Source: an optimization exercise on an open RTL-to-GDS flow (aim: small area, a short achievable clock period and few clock cycles per item). Production flows keep margins and buffers that such runs may drop.
Only simulation tests tie the RTL to the original design; equivalence was not proved.

==> flow/design.v (outline; a module is shown in full before it is edited, if it fits) <==
// module hsv2rgb_fa: 10 lines
// module hsv_to_rgb_converter_core: 1823 lines
module hsv_to_rgb_converter_core (
    input  logic                    clk,
    input  logic                    rst_n,
    input  logic                    pixel_valid,
    output logic                    pixel_ready,
    input  hsv2rgb_pkg::hsv_pixel_t pixel,
    output logic                    color_valid,
    input  logic                    color_ready,
    output hsv2rgb_pkg::rgb_pixel_t color
);
  // ...
==> flow/run.sh <==
#!/bin/bash
# synth_recipe.tcl (not shown) runs the flow's synth.tcl, then flattens the netlist and writes it again
# the make line also repeats each setting of config.mk as NAME=value (left out here)
make -C /OpenROAD-flow-scripts/flow DESIGN_CONFIG=/design/flow/config.mk WORK_HOME=/design/flow/orfs CLKGATE_MAP_FILE= SYNTH_SCRIPT=/design/flow/synth_recipe.tcl finish
==> flow/config.mk <==
export PLATFORM = sky130hd
export DESIGN_NAME = hsv_to_rgb_converter_core
export DESIGN_NICKNAME = hsv_to_rgb_converter_core
export VERILOG_FILES = /design/flow/design.v
export SDC_FILE = /design/flow/constraint.sdc
export NUM_CORES = 4
export LEC_CHECK = 0
export ABC_CLOCK_PERIOD_IN_PS = 4000
export CAP_MARGIN = 20
export CORE_MARGIN = 2
export CORE_UTILIZATION = 40
export SETUP_SLACK_MARGIN = 3.2
export SLEW_MARGIN = 20
export SYNTH_HIERARCHICAL = 1
export SYNTH_MINIMUM_KEEP_SIZE = 0
==> flow/constraint.sdc <==
create_clock -name core_clock -period 8.0 [get_ports {clk}]
set_input_delay 1.6000 -clock core_clock [delete_from_list [all_inputs] [get_ports {clk}]]
set_output_delay 1.6000 -clock core_clock [all_outputs]
set_load 0.01 [all_outputs]
==> results.toml, run 1 <==
[die]
pin_count = 69
die_width_um = 228
initial_core_util = 0.407

[cells_and_area]
fill_cells = 4357
nClkBuffers = 20
largest_reg_flops = 34
final_core_util = 0.495
numSequentialCells = 159
layout_commonest_cell = "xnor2_1"
multi_input_area_share = 0.627
multi_input_area_sq_um = 15300
fin_cells = 2775

[detailed_routing]
drt-total-wl_um = 53100
top_layer_used = "met4"
wire_per_inst_um = 19.1
drt_first_pass_iters = 6

[critical_path]
worstReg2RegStart = "ftwo2[1]$_DFFE_PP_"
crit_arrival_ns = 5.18
rr_endpoint = "n3[32]$_DFFE_PP_"
end_kind = "register"
slowest_delay_ns = 0.61

[timing]
slew_violations = 0
worst_slack_ns = 3.06

[status]
status = "no timing/DRC/antenna violations"

[placement]
placed_cells = 2528

[cts]
cts_root_buf = "clkbuf_16"
clk_pin_slew_ns = 0.06
clockBufferDepth = 2
clock_sinks = 159

[global_routing]
grt_use_total = 0.210
use_met2 = 0.353

[logic_synthesis]
synthXorXnorAreaFrac = 0.130
yosys.area.top_type = "edfxtp_1"
Testbench counts, summed over its fixed seeds: cycles 16,024, items 16,000.
==> inputs of run 2 (changes only) <==
--- a/flow/config.mk
+++ b/flow/config.mk
@@ -5,10 +5,10 @@
 export SDC_FILE = /design/flow/constraint.sdc
 export NUM_CORES = 4
 export LEC_CHECK = 0
-export ABC_CLOCK_PERIOD_IN_PS = 4000
 export CAP_MARGIN = 20
 export CORE_MARGIN = 2
-export CORE_UTILIZATION = 40
+export CORE_UTILIZATION = 50
+export GPL_ROUTABILITY_DRIVEN = 0
 export SETUP_SLACK_MARGIN = 3.2
 export SLEW_MARGIN = 20
 export SYNTH_HIERARCHICAL = 1
==> results.toml, run 2 <==
[cells_and_area]
layout_top_registers = "n3 (34), m2 (25)"
syn2layout_area_growth_pct = 21.0
num-nets-final = 2525
largest_reg_flops = 34
top_register = "n3"
drive_gt1_frac = 0.207
diodes = 0
final_cell_mix = "257 x xnor2_1, 202 x fa_1, 175 x buf_4"
layout_commonest_cell = "xnor2_1"

[timing]
whs_ns = 0.429
hold_violations = 0
fmax_ghz = 0.201
period_needed_ns = 4.97
setup_viol = 0
fin_tns_setup_ns = 0
worstMarginPinSlew_ns = 1.25
rsz0062_at_grt = "true"
slew_violations = 0
max_slew_margin = 0.161
skew_ns = 0.00851
finalCritPeriodShare = 0.622

[cts]
hold_buffers = 0
clock_sinks = 159
clk_latency_ns = 0.47
cts_root_buf = "clkbuf_16"
cts_tree = "done"
clk_pin_slew_ns = 0.06
cts_buffers = 17
htreeDepth = 4
clockBufferDepth = 2

[global_routing]
grt_max_degree = 72
antenna_found_initial = 0
grt-ovfl-total = 0
first_global_vias = 15900
grt_pass1_wl_um = 85400
grt_use_total = 0.264

[logic_synthesis]
synthCells = 1902
yosys_register_bits = 159
ys_types = 67
ys.flop_type = "edfxtp_1"
ys_warn_count = 7
synth_common_cells = "267 x xnor2_1, 221 x fa_1, 192 x a22oi_1, 176 x ha_1, 156 x edfxtp_1"
yosys.area.top_type_share = 0.234
syn_avg_cell_area_sq_um = 10.5
synth.most_common_cell = "xnor2_1"
synth_area_leaders = "edfxtp_1 23%, fa_1 22%, xnor2_1 12%, ha_1 11%, a22oi_1 7.2%"
yosys.area.top_type = "edfxtp_1"
syn_area_sq_um = 20000
synth_edf_count = 156
synthArstFlopShare = 0.0189
seq_area_frac_synth = 0.238

[hold_path]
min-delay-path-class = "reg2reg"
hold_start = "sec2[1]$_SDFFCE_PP0P_"

[die]
die_area_sq_um = 41600
core_area_sq_um = 39500
pin_count = 69
die_width_um = 204
initial_core_util = 0.505
row_count = 73
die_y_um = 204

[placement]
port_buffers = 68
dp_hpwl_um = 36400

[critical_path]
worstReg2RegStart = "m2[15]$_DFFE_PP_"
crit_start = "m2[15]$_DFFE_PP_"
cp.required_ns = 8.22
worstSetupPathType = "reg2reg"
cp-start-kind = "register"
critPathMaxFanout = 3
crit_arrival_ns = 5.19
end_kind = "register"

[detailed_routing]
num_vias = 15400
drc = 0
drt_iter0_drc = 898
vias_per_cell = 5.86
drt-total-wl_um = 52800
wire_per_inst_um = 20.1
drtAntennaViolNets = 0
drt_first_pass_iters = 6

[job]
drv_cap = 0

[status]
status = "no timing/DRC/antenna violations"
## run 2: cell count changes in the layout (fill, tap and decap cells not counted), sizes merged
cell    before  now
clkbuf      21   28
inv        114  115
bufinv       0    3
buf        246  225
clkinv       8    5
## run 2: final timing paths
path	end	slack (ns)	depth (start not counted)
setup reg to reg	n3[32]$_DFFE_PP_	3.03	18
min in group asynchronous	val1$_DFFE_PN0P_	1.31	1
max in group asynchronous	val3$_DFFE_PN0P_	6.56	1
setup / recovery	n3[32]$_DFFE_PP_	3.03	18
hold / removal	sec3[1]$_DFFE_PP_	0.43	0
hold reg to reg	sec3[1]$_DFFE_PP_	0.43	0
## run 2: kinds of logic after synthesis
group	after synthesis	synth area share
multiplexers	31	0.0170
AND/OR/NAND/NOR	322	0.0798
adder cells (fa/ha/maj)	397	0.332
XOR/XNOR	296	0.130
AO/OA/AOI/OAI	459	0.159
other	2	0.000376
flip-flops	159	0.238
buffers and inverters	236	0.0444
## run 2: critical path, cell delays in order (launching register included)
cell	delay [ns]
edfxtp_1	0.51
buf_6	0.17
buf_6	0.11
a22oi_2	0.13
xnor2_1	0.15
ha_2	0.33
fa_2	0.36
fa_2	0.56
fa_2	0.46
ha_4	0.19
a21o_1	0.17
a21o_1	0.16
a21oi_2	0.13
o22ai_1	0.10
a31o_2	0.25
a2111o_1	0.42
a311o_1	0.30
a21oi_2	0.16
xnor2_1	0.08
## run 2: repair_timing
item	in CTS	in global routing
buffers inserted	164	37
pin swaps	65	55
resized for setup	146	103
setup endpoints to repair	52	42
gates cloned	1	0
## run 2: Yosys stat by module (local to each module, per instance)
module | cells | flops+latches | copies in the design
hsv2rgb_fa | 1 | 0 | 215
hsv_to_rgb_converter_core | 1687 | 159 | 1
## run 2: stage by stage
stage               cells   util  area [sq um]  worst slack (ns)
floorplan            1911      -         20300              3.17
global placement     2389  0.533         21100              2.56
detailed placement   2389  0.533         21100              2.46
CTS                  2586  0.597         23600              3.04
global route         2623  0.611         24200              2.89
finish               2623  0.611         24200              3.03
## run 2: cell type report
class                           instances  area, sq um
Fill cell                            3251        15400
Multi-Input combinational cell       1516        15300
Sequential cell                       159         4760
Timing Repair Buffer                  278         2450
Tap cell                              525          657
Clock buffer                           19          433
Inverter                              113          424
Clock inverter                         13          164
## run 2: layer usage
metal,wire length [um],global-route usage,vias up
met5,0,0,-
met4,1640,0.0933,0
met3,3180,0.0489,101
met2,25700,0.447,502
met1,22300,0.339,7693
li1,-,-,7083

afterwards: timing with drivers on the ports:
Ports are ideal in the flow. The routed layouts listed here were re-timed in OpenROAD. Step 1 assumes that a clkbuf_16 drives the clock port and a buf_2 every other input. Step 2 also shifts input and output timing later by t, the mid clock arrival at the registers, as if the neighbouring blocks saw the same clock. Slacks: ideal / step 1 / step 2; pairs: ideal / step 1.
run | t (ns) | slack for setup (ns) | worst register clock-pin slew, ns | worst slew at a driven data input, ns
run 1 | 0.533 | 3.063 / 3.063 / 3.063 | 0.07 / 0.07 | 0.04
run 2 | 0.516 | 3.028 / 3.028 / 3.028 | 0.07 / 0.07 | 0.03
After both steps every run listed still meets setup and hold.
